Source: an optimization exercise on an open RTL-to-GDS flow (aim: small area, a short achievable clock period and few clock cycles). Production flows keep margins and buffers that such runs may drop.
Power is estimated from default activity; no workload was simulated.

==> run H <==
==> flow/design.v <==
module rs_serial #(
    parameter int AM = 2
) (
    input  logic        i_clk,
    input  logic        i_rst_n,
    input  logic        i_load,
    input  logic [4:0]  i_pend,
    input  logic [15:0] i_x,
    input  logic [15:0] i_y,
    input  logic [15:0] i_right,
    input  logic [15:0] i_bottom,
    input  logic [15:0] i_cx,
    input  logic [15:0] i_cy,
    input  logic [15:0] i_cr,
    input  logic [15:0] i_cb,
    output logic [16:0] o_cr,
    output logic [16:0] o_cb,
    output logic        o_free,
    output logic        o_valid,
    input  logic        i_ready,
    output logic [15:0] o_x,
    output logic [15:0] o_y,
    output logic [15:0] o_width,
    output logic [15:0] o_height,
    output logic [2:0]  o_side,
    output logic        o_last
);
    logic [15:0] r_x, r_y, r_r, r_b;
    logic [4:0]  r_cur;
    logic [4:1]  r_rest;
    logic [4:0]  ld_cur, nx_cur;
    logic [4:1]  ld_rest, nx_rest;
    logic        busy, last, move;
    logic        r_busy, r_last;
    function automatic logic [4:0] first(input logic [4:0] p);
        if (p[0])      first = 5'b00001;
        else if (p[1]) first = 5'b00010;
        else if (p[2]) first = 5'b00100;
        else if (p[3]) first = 5'b01000;
        else           first = {p[4], 4'b0000};
    endfunction
    assign ld_cur  = first(i_pend);
    assign ld_rest = i_pend[4:1] & ~ld_cur[4:1];
    assign nx_cur  = first({r_rest, 1'b0});
    assign nx_rest = r_rest & ~nx_cur[4:1];
    assign busy    = r_busy;
    assign last    = r_last;
    assign move    = busy && (!o_valid || i_ready);
    assign o_free  = !busy || (move && last);
    always_ff @(posedge i_clk) begin
        if (!i_rst_n) begin
            r_cur  <= '0;
            r_rest <= '0;
            r_busy <= 1'b0;
            r_last <= 1'b1;
        end else if (i_load) begin
            r_cur  <= ld_cur;
            r_rest <= ld_rest;
            r_busy <= (i_pend != 5'b00000);
            r_last <= (ld_rest == 4'b0000);
        end else if (move) begin
            r_cur  <= nx_cur;
            r_rest <= nx_rest;
            r_busy <= !last;
            r_last <= (nx_rest == 4'b0000);
        end
    end
    always_ff @(posedge i_clk) begin
        if (i_load || (move && r_cur[1])) r_y <= i_load ? i_y : i_cy;
        if (i_load || (move && r_cur[2])) r_b <= i_load ? i_bottom : i_cb;
        if (i_load) begin
            r_x <= i_x;
            r_r <= i_right;
        end
    end
    logic [15:0] n_x, n_y, wa, ha;
    logic [16:0] ws, hs;
    assign n_x = (r_cur[4] || !r_busy) ? i_cr : r_x;
    assign n_y = (r_cur[2] || !r_busy) ? i_cb : r_y;
    assign wa  = (r_cur[3] || !r_busy) ? i_cx : r_r;
    assign ha  = (r_cur[1] || !r_busy) ? i_cy : r_b;
    rs_add #(.N(16), .MODE(AM)) u_w (.i_a(wa), .i_b(~n_x), .i_cin(r_busy), .o_s(ws));
    rs_add #(.N(16), .MODE(AM)) u_h (.i_a(ha), .i_b(~n_y), .i_cin(r_busy), .o_s(hs));
    assign o_cr = ws;
    assign o_cb = hs;
    always_ff @(posedge i_clk) begin
        if (!i_rst_n) begin
            o_valid <= 1'b0;
        end else if (move) begin
            o_valid <= 1'b1;
        end else if (i_ready) begin
            o_valid <= 1'b0;
        end
    end
    always_ff @(posedge i_clk) begin
        if (move) begin
            o_x      <= n_x;
            o_y      <= n_y;
            o_width  <= ws[15:0];
            o_height <= hs[15:0];
            o_side   <= {r_cur[4], r_cur[2] || r_cur[3], r_cur[1] || r_cur[3]};
            o_last   <= last;
        end
    end
endmodule
module rs_carry #(
    parameter int N    = 16,
    parameter int MODE = 0
) (
    input  logic [N-1:0] i_g,
    input  logic [N-1:0] i_p,
    input  logic         i_cin,
    output logic [N:0]   o_c
);
    localparam int L = $clog2(N + 1);
    logic [N:0] g;
    logic [N:0] p;
    always_comb begin
        g = {i_g, i_cin};
        p = {i_p, 1'b0};
        if (MODE == 0) begin
            for (int l = 0; l < L; l++) begin
                for (int i = N; i >= 0; i--) begin
                    if (((i >> l) & 1) == 1) begin
                        g[i] = g[i] | (p[i] & g[((i >> l) << l) - 1]);
                        p[i] = p[i] & p[((i >> l) << l) - 1];
                    end
                end
            end
        end else if (MODE == 1) begin
            for (int i = 1; i <= N; i++) begin
                g[i] = g[i] | (p[i] & g[i-1]);
            end
        end else begin
            for (int d = 1; d <= N; d = d * 2) begin
                for (int i = 2 * d - 1; i <= N; i = i + 2 * d) begin
                    g[i] = g[i] | (p[i] & g[i-d]);
                    p[i] = p[i] & p[i-d];
                end
            end
            for (int d = 1 << L; d >= 1; d = d / 2) begin
                for (int i = 3 * d - 1; i <= N; i = i + 2 * d) begin
                    g[i] = g[i] | (p[i] & g[i-d]);
                    p[i] = p[i] & p[i-d];
                end
            end
        end
        o_c = g;
    end
endmodule
module rs_add #(
    parameter int N    = 16,
    parameter int MODE = 0
) (
    input  logic [N-1:0] i_a,
    input  logic [N-1:0] i_b,
    input  logic         i_cin,
    output logic [N:0]   o_s
);
    logic [N:0] c;
    rs_carry #(.N(N), .MODE(MODE)) u_c (.i_g(i_a & i_b), .i_p(i_a ^ i_b), .i_cin(i_cin), .o_c(c));
    assign o_s = {c[N], (i_a ^ i_b) ^ c[N-1:0]};
endmodule
module rs_cmp #(
    parameter int N    = 16,
    parameter int MODE = 0
) (
    input  logic [N-1:0] i_a,
    input  logic [N-1:0] i_b,
    input  logic         i_ge,
    output logic         o_gt
);
    logic [N:0] c;
    rs_carry #(.N(N), .MODE(MODE)) u_c (.i_g(i_a & ~i_b), .i_p(i_a | ~i_b), .i_cin(i_ge), .o_c(c));
    assign o_gt = c[N];
endmodule
module rs_cmp3 #(
    parameter int N    = 16,
    parameter int MODE = 0
) (
    input  logic [N-1:0] i_a,
    input  logic [N-1:0] i_b,
    input  logic [N:0]   i_c,
    input  logic         i_ge,
    output logic         o_gt
);
    logic [N:0] n, s, k, k2;
    logic [N+1:0] c;
    assign n  = ~i_c;
    assign s  = {1'b0, i_a} ^ {1'b0, i_b} ^ n;
    assign k  = ({1'b0, i_a} & {1'b0, i_b}) | ({1'b0, i_a} & n) | ({1'b0, i_b} & n);
    assign k2 = {k[N-1:0], 1'b0};
    rs_carry #(.N(N+1), .MODE(MODE)) u_c (.i_g(s & k2), .i_p(s | k2), .i_cin(i_ge), .o_c(c));
    assign o_gt = c[N+1];
endmodule
module rectangle_subtract (
    input  logic        i_clk,
    input  logic        i_rst_n,
    input  logic        i_rect_valid,
    output logic        o_rect_ready,
    input  logic [15:0] i_rect_x,
    input  logic [15:0] i_rect_y,
    input  logic [15:0] i_rect_width,
    input  logic [15:0] i_rect_height,
    input  logic        i_cfg_valid,
    output logic        o_cfg_ready,
    input  logic [1:0]  i_cfg_index,
    input  logic [15:0] i_cfg_data,
    output logic        o_piece_valid,
    input  logic        i_piece_ready,
    output logic [15:0] o_piece_x,
    output logic [15:0] o_piece_y,
    output logic [15:0] o_piece_width,
    output logic [15:0] o_piece_height,
    output logic [2:0]  o_piece_side,
    output logic        o_piece_last
);
    localparam int IM = 0;
    logic [15:0] r_cx, r_cy;
    logic [16:0] r_cr, r_cb, cr_s, cb_s;
    logic        r_fx, r_fy, r_chnz, r_wr;
    logic        wx, ww, wy, wh;
    assign o_cfg_ready = 1'b1;
    assign wx = i_cfg_valid && (i_cfg_index == 2'd0);
    assign wy = i_cfg_valid && (i_cfg_index == 2'd1);
    assign ww = i_cfg_valid && (i_cfg_index == 2'd2);
    assign wh = i_cfg_valid && (i_cfg_index == 2'd3);
    always_ff @(posedge i_clk) begin
        if (!i_rst_n || wx) r_cx <= i_rst_n ? i_cfg_data : '0;
        if (!i_rst_n || wy) r_cy <= i_rst_n ? i_cfg_data : '0;
        if (!i_rst_n || wh) r_chnz <= i_rst_n && (i_cfg_data != 16'd0);
    end
    always_ff @(posedge i_clk) begin
        if (!i_rst_n) begin
            r_cr <= '0;
            r_fx <= 1'b0;
        end else if (ww) begin
            r_cr <= {1'b0, ~i_cfg_data};
            r_fx <= 1'b1;
        end else if (wx) begin
            if (!r_fx) r_cr <= cr_s;
            r_fx <= 1'b1;
        end else if (r_fx) begin
            r_cr <= cr_s;
            r_fx <= 1'b0;
        end
    end
    always_ff @(posedge i_clk) begin
        if (!i_rst_n) begin
            r_cb <= '0;
            r_fy <= 1'b0;
        end else if (wh) begin
            r_cb <= {1'b0, ~i_cfg_data};
            r_fy <= 1'b1;
        end else if (wy) begin
            if (!r_fy) r_cb <= cb_s;
            r_fy <= 1'b1;
        end else if (r_fy) begin
            r_cb <= cb_s;
            r_fy <= 1'b0;
        end
    end
    assign r_wr = r_fx || r_fy;
    logic [16:0] in_rr, in_rb;
    logic        in_top, in_bot, in_left, in_right, in_cont, in_ovl, in_hpos;
    logic        ov_l, ov_t, ov_r, ov_b;
    logic [4:0]  in_pend;
    rs_add #(.N(16), .MODE(IM)) u_rr (.i_a(i_rect_x), .i_b(i_rect_width), .i_cin(1'b0), .o_s(in_rr));
    rs_add #(.N(16), .MODE(IM)) u_rb (.i_a(i_rect_y), .i_b(i_rect_height), .i_cin(1'b0), .o_s(in_rb));
    rs_cmp #(.N(16)) u_top (.i_a(r_cy), .i_b(i_rect_y), .i_ge(1'b0), .o_gt(in_top));
    rs_cmp #(.N(16)) u_lft (.i_a(r_cx), .i_b(i_rect_x), .i_ge(1'b0), .o_gt(in_left));
    rs_cmp3 #(.N(16)) u_bot (.i_a(i_rect_y), .i_b(i_rect_height), .i_c(r_cb), .i_ge(1'b0), .o_gt(in_bot));
    rs_cmp3 #(.N(16)) u_rgt (.i_a(i_rect_x), .i_b(i_rect_width), .i_c(r_cr), .i_ge(1'b0), .o_gt(in_right));
    rs_cmp3 #(.N(16)) u_ovl (.i_a(i_rect_x), .i_b(i_rect_width), .i_c({1'b0, r_cx}), .i_ge(1'b0), .o_gt(ov_l));
    rs_cmp3 #(.N(16)) u_ovt (.i_a(i_rect_y), .i_b(i_rect_height), .i_c({1'b0, r_cy}), .i_ge(1'b0), .o_gt(ov_t));
    rs_cmp #(.N(17)) u_ovr (.i_a(r_cr), .i_b({1'b0, i_rect_x}), .i_ge(1'b0), .o_gt(ov_r));
    rs_cmp #(.N(17)) u_ovb (.i_a(r_cb), .i_b({1'b0, i_rect_y}), .i_ge(1'b0), .o_gt(ov_b));
    assign in_cont  = !in_top && !in_left && !in_bot && !in_right;
    assign in_ovl   = ov_l && ov_t && ov_r && ov_b;
    assign in_hpos  = r_chnz && (i_rect_height != 16'd0);
    assign in_pend  = in_cont ? 5'b00000 :
                      !in_ovl ? 5'b00001 :
                      {in_right && in_hpos, in_left && in_hpos, in_bot, in_top, 1'b0};
    logic       rfree, accept;
    logic       r_cq;
    rs_serial u_rs_serial (
        .i_clk    (i_clk),
        .i_rst_n  (i_rst_n),
        .i_load   (accept),
        .i_pend   (in_pend),
        .i_x      (i_rect_x),
        .i_y      (i_rect_y),
        .i_right  (in_rr[15:0]),
        .i_bottom (in_rb[15:0]),
        .i_cx     (r_cx),
        .i_cy     (r_cy),
        .i_cr     (r_cr[15:0]),
        .i_cb     (r_cb[15:0]),
        .o_cr     (cr_s),
        .o_cb     (cb_s),
        .o_free   (rfree),
        .o_valid  (o_piece_valid),
        .i_ready  (i_piece_ready),
        .o_x      (o_piece_x),
        .o_y      (o_piece_y),
        .o_width  (o_piece_width),
        .o_height (o_piece_height),
        .o_side   (o_piece_side),
        .o_last   (o_piece_last)
    );
    assign accept       = i_rect_valid && rfree && !r_wr;
    assign o_rect_ready = (rfree && !r_wr) || r_cq;
    always_ff @(posedge i_clk) begin
        if (!i_rst_n) begin
            r_cq <= 1'b0;
        end else begin
            r_cq <= i_rect_valid && !o_rect_ready && !r_wr && in_cont;
        end
    end
endmodule
==> flow/run.sh <==
#!/bin/bash
# synth_recipe.tcl (not shown) runs the flow's synth.tcl, then flattens the netlist and writes it again
# the make line also repeats each setting of config.mk as NAME=value (left out here)
make -C /OpenROAD-flow-scripts/flow DESIGN_CONFIG=/design/flow/config.mk WORK_HOME=/design/flow/orfs CLKGATE_MAP_FILE= SYNTH_SCRIPT=/design/flow/synth_recipe.tcl finish
==> flow/config.mk <==
export PLATFORM = sky130hd
export DESIGN_NAME = rectangle_subtract
export DESIGN_NICKNAME = rectangle_subtract
export VERILOG_FILES = /design/flow/design.v
export SDC_FILE = /design/flow/constraint.sdc
export NUM_CORES = 4
export LEC_CHECK = 0
export CAP_MARGIN = 20
export CORE_MARGIN = 2
export CORE_UTILIZATION = 40
export SETUP_SLACK_MARGIN = 2.5
export SLEW_MARGIN = 20
==> flow/constraint.sdc <==
create_clock -name core_clock -period 5.0 [get_ports {i_clk}]
set_input_delay 1.0000 -clock core_clock [delete_from_list [all_inputs] [get_ports {i_clk}]]
set_output_delay 1.0000 -clock core_clock [all_outputs]
set_load 0.01 [all_outputs]
==> run G (differences from run H) <==
--- a/flow/design.v
+++ b/flow/design.v
@@ -34,2 +34,6 @@
     logic        r_busy, r_last;
+    logic [4:1]  r_sel;
+    function automatic logic [4:1] selof(input logic [4:0] c);
+        selof = c[4:1] | {4{c == 5'b00000}};
+    endfunction
     function automatic logic [4:0] first(input logic [4:0] p);
@@ -55,2 +59,3 @@
             r_last <= 1'b1;
+            r_sel  <= 4'b1111;
         end else if (i_load) begin
@@ -60,2 +65,3 @@
             r_last <= (ld_rest == 4'b0000);
+            r_sel  <= selof(ld_cur);
         end else if (move) begin
@@ -65,2 +71,3 @@
             r_last <= (nx_rest == 4'b0000);
+            r_sel  <= selof(nx_cur);
         end
@@ -77,6 +84,6 @@
     logic [16:0] ws, hs;
-    assign n_x = (r_cur[4] || !r_busy) ? i_cr : r_x;
-    assign n_y = (r_cur[2] || !r_busy) ? i_cb : r_y;
-    assign wa  = (r_cur[3] || !r_busy) ? i_cx : r_r;
-    assign ha  = (r_cur[1] || !r_busy) ? i_cy : r_b;
+    assign n_x = r_sel[4] ? i_cr : r_x;
+    assign n_y = r_sel[2] ? i_cb : r_y;
+    assign wa  = r_sel[3] ? i_cx : r_r;
+    assign ha  = r_sel[1] ? i_cy : r_b;
     rs_add #(.N(16), .MODE(AM)) u_w (.i_a(wa), .i_b(~n_x), .i_cin(r_busy), .o_s(ws));
@@ -233,7 +240,4 @@
     always_ff @(posedge i_clk) begin
-        if (!i_rst_n) begin
-            r_cr <= '0;
-            r_fx <= 1'b0;
-        end else if (ww) begin
-            r_cr <= {1'b0, ~i_cfg_data};
+        if (!i_rst_n || ww) begin
+            r_cr <= {1'b0, ~(i_cfg_data & {16{i_rst_n}})};
             r_fx <= 1'b1;
@@ -248,7 +252,4 @@
     always_ff @(posedge i_clk) begin
-        if (!i_rst_n) begin
-            r_cb <= '0;
-            r_fy <= 1'b0;
-        end else if (wh) begin
-            r_cb <= {1'b0, ~i_cfg_data};
+        if (!i_rst_n || wh) begin
+            r_cb <= {1'b0, ~(i_cfg_data & {16{i_rst_n}})};
             r_fy <= 1'b1;
==> flow/flow/run.sh (new file) <==
#!/bin/bash
# Own layout flow: the standard layout (standard.sh, unchanged synthesis,
# floorplan, power grid, placement, CTS and routing), except that the port
# buffers that global placement inserts on every input and output are plain
# sky130_fd_sc_hd__buf_2 cells instead of the delay-buffer cell buffer_ports
# picks by default. The full output of the run goes to standard.log here;
# each ORFS step's own log is under orfs/logs/.
set -euo pipefail
export BUFFER_PORTS_ARGS="-buffer_cell sky130_fd_sc_hd__buf_2"
bash standard.sh > standard.log 2>&1
==> flow/standard.sh (new file) <==
#!/bin/bash
# synth_recipe.tcl (not shown) runs the flow's synth.tcl, then flattens the netlist and writes it again
# the make line also repeats each setting of config.mk as NAME=value (left out here)
make -C /OpenROAD-flow-scripts/flow DESIGN_CONFIG=/design/flow/config.mk WORK_HOME=/design/flow/orfs CLKGATE_MAP_FILE= SYNTH_SCRIPT=/design/flow/synth_recipe.tcl "${@:-finish}"
removed: flow/run.sh
==> run A (differences from run H) <==
--- a/flow/design.v
+++ b/flow/design.v
@@ -15,2 +15,5 @@
     input  logic [15:0] i_cb,
+    input  logic        i_sum,
+    input  logic [15:0] i_cw,
+    input  logic [15:0] i_ch,
     output logic [16:0] o_cr,
@@ -77,8 +80,14 @@
     logic [16:0] ws, hs;
-    assign n_x = (r_cur[4] || !r_busy) ? i_cr : r_x;
-    assign n_y = (r_cur[2] || !r_busy) ? i_cb : r_y;
-    assign wa  = (r_cur[3] || !r_busy) ? i_cx : r_r;
-    assign ha  = (r_cur[1] || !r_busy) ? i_cy : r_b;
-    rs_add #(.N(16), .MODE(AM)) u_w (.i_a(wa), .i_b(~n_x), .i_cin(r_busy), .o_s(ws));
-    rs_add #(.N(16), .MODE(AM)) u_h (.i_a(ha), .i_b(~n_y), .i_cin(r_busy), .o_s(hs));
+    assign n_x = r_cur[4] ? i_cr : r_x;
+    assign n_y = r_cur[2] ? i_cb : r_y;
+    assign wa  = (r_cur[3] || i_sum) ? i_cx : r_r;
+    assign ha  = (r_cur[1] || i_sum) ? i_cy : r_b;
+    logic [15:0] wb, hb;
+    assign wb = i_sum ? i_cw : ~n_x;
+    assign hb = i_sum ? i_ch : ~n_y;
+    logic [17:0] wt, ht;
+    assign wt = {1'b0, wa, 1'b1} + {1'b0, wb, !i_sum};
+    assign ht = {1'b0, ha, 1'b1} + {1'b0, hb, !i_sum};
+    assign ws = wt[17:1];
+    assign hs = ht[17:1];
     assign o_cr = ws;
@@ -218,47 +227,19 @@
     localparam int IM = 0;
-    logic [15:0] r_cx, r_cy;
+    logic [15:0] r_cx, r_cy, r_cw, r_ch;
     logic [16:0] r_cr, r_cb, cr_s, cb_s;
-    logic        r_fx, r_fy, r_chnz, r_wr;
-    logic        wx, ww, wy, wh;
+    logic        r_wr;
     assign o_cfg_ready = 1'b1;
-    assign wx = i_cfg_valid && (i_cfg_index == 2'd0);
-    assign wy = i_cfg_valid && (i_cfg_index == 2'd1);
-    assign ww = i_cfg_valid && (i_cfg_index == 2'd2);
-    assign wh = i_cfg_valid && (i_cfg_index == 2'd3);
     always_ff @(posedge i_clk) begin
-        if (!i_rst_n || wx) r_cx <= i_rst_n ? i_cfg_data : '0;
-        if (!i_rst_n || wy) r_cy <= i_rst_n ? i_cfg_data : '0;
-        if (!i_rst_n || wh) r_chnz <= i_rst_n && (i_cfg_data != 16'd0);
+        if (!i_rst_n || (i_cfg_valid && i_cfg_index == 2'd0)) r_cx <= i_rst_n ? i_cfg_data : '0;
+        if (!i_rst_n || (i_cfg_valid && i_cfg_index == 2'd1)) r_cy <= i_rst_n ? i_cfg_data : '0;
+        if (!i_rst_n || (i_cfg_valid && i_cfg_index == 2'd2)) r_cw <= i_rst_n ? i_cfg_data : '0;
+        if (!i_rst_n || (i_cfg_valid && i_cfg_index == 2'd3)) r_ch <= i_rst_n ? i_cfg_data : '0;
     end
     always_ff @(posedge i_clk) begin
-        if (!i_rst_n) begin
-            r_cr <= '0;
-            r_fx <= 1'b0;
-        end else if (ww) begin
-            r_cr <= {1'b0, ~i_cfg_data};
-            r_fx <= 1'b1;
-        end else if (wx) begin
-            if (!r_fx) r_cr <= cr_s;
-            r_fx <= 1'b1;
-        end else if (r_fx) begin
+        if (r_wr) begin
             r_cr <= cr_s;
-            r_fx <= 1'b0;
-        end
-    end
-    always_ff @(posedge i_clk) begin
-        if (!i_rst_n) begin
-            r_cb <= '0;
-            r_fy <= 1'b0;
-        end else if (wh) begin
-            r_cb <= {1'b0, ~i_cfg_data};
-            r_fy <= 1'b1;
-        end else if (wy) begin
-            if (!r_fy) r_cb <= cb_s;
-            r_fy <= 1'b1;
-        end else if (r_fy) begin
             r_cb <= cb_s;
-            r_fy <= 1'b0;
         end
+        r_wr <= !i_rst_n || i_cfg_valid;
     end
-    assign r_wr = r_fx || r_fy;
     logic [16:0] in_rr, in_rb;
@@ -279,3 +260,3 @@
     assign in_ovl   = ov_l && ov_t && ov_r && ov_b;
-    assign in_hpos  = r_chnz && (i_rect_height != 16'd0);
+    assign in_hpos  = (r_ch != 16'd0) && (i_rect_height != 16'd0);
     assign in_pend  = in_cont ? 5'b00000 :
@@ -298,2 +279,5 @@
         .i_cb     (r_cb[15:0]),
+        .i_sum    (r_wr),
+        .i_cw     (r_cw),
+        .i_ch     (r_ch),
         .o_cr     (cr_s),
==> comparison table <==
| quantity | run H | run G | run A |
|---|---|---|---|
| Post-layout instance count excluding filler cells | 2104 | 2086 | 2129 |
| Clock network power consumption | 0.00188 W | 0.00192 W | 0.00201 W |
| Normalized max-slew margin | 33.2% | 51.1% | 31.9% |
| Initial core utilization | 40.3% | 40.8% | 40.3% |
| Post-Synth XOR/XNOR Area | 2.16% | 1.81% | 2.50% |
| Avg Vias per Cell | 5.49 | 5.46 | 5.52 |
| Avg Cell Area, Syn | 10.4 um2 | 11.0 um2 | 11.0 um2 |
| Fill cells | 3093 | 3119 | 3322 |
| FF+latch area | 5920 um2 | 6330 um2 | 7180 um2 |
| Number of global-route vias before repair | 11.7k | 11.6k | 11.6k |
| Largest net degree at the start of global routing | 43 | 54 | 39 |
| Largest fanout of any net on the critical path | 6 | 3 | 2 |
| Result of the run | finished clean | finished clean | finished clean |
| Post-synthesis instance area | 14200 um2 | 14500 um2 | 15000 um2 |
| Clock buffer and inverter area fraction after layout | 4.37% | 4.55% | 4.37% |
| Met1 Use GR | 31.8% | 31.4% | 32.2% |
| Switching Fraction | 33.4% | 35.7% | 33.0% |
| Adder-cell share of the synthesized area | 19.2% | 18.5% | 16.4% |
| Reg2reg end | r_cb[14] | r_cb[11] | r_cr[14] |
| Flip-flop and latch count | 213 | 217 | 243 |
| Synth Warn # | 5 | 5 | 4 |
| Worst clock skew | 0.0149 ns | 0.0164 ns | 0.0123 ns |
No functional check of the RTL was part of any run of this note.

[port drivers added, routing unchanged]
Ports are ideal in the flow. The routed layouts listed here were re-timed in OpenROAD.
Step 1: set_driving_cell puts a clkbuf_16 on i_clk and a buf_2 on each other input, an assumption about the parent block.
Step 2, shift: input delay + t, output delay - t, t = (earliest + latest rising clock arrival at the registers) / 2. This alone moves slack from input paths to output paths.
a / b / c = ideal / step 1 / step 2; a / b = the first two.
run	shift t [ns]	setup slack, ns	hold WS [ns]	clock arrival spread, ns	worst slew at a driven data input, ns
run H	0.583	1.363 / 1.363 / 1.339	0.537 / 0.537 / 0.537	0.015 / 0.015	0.09
run G	0.587	1.524 / 1.524 / 1.086	0.518 / 0.518 / 0.518	0.017 / 0.016	0.07
run A	0.609	1.653 / 1.645 / 1.036	0.526 / 0.526 / 0.526	0.013 / 0.013	0.08
After both steps every run listed still meets setup and hold. The setup slack of run A, which loses most, moves by -0.008 ns with the drivers and by -0.617 ns with both steps.
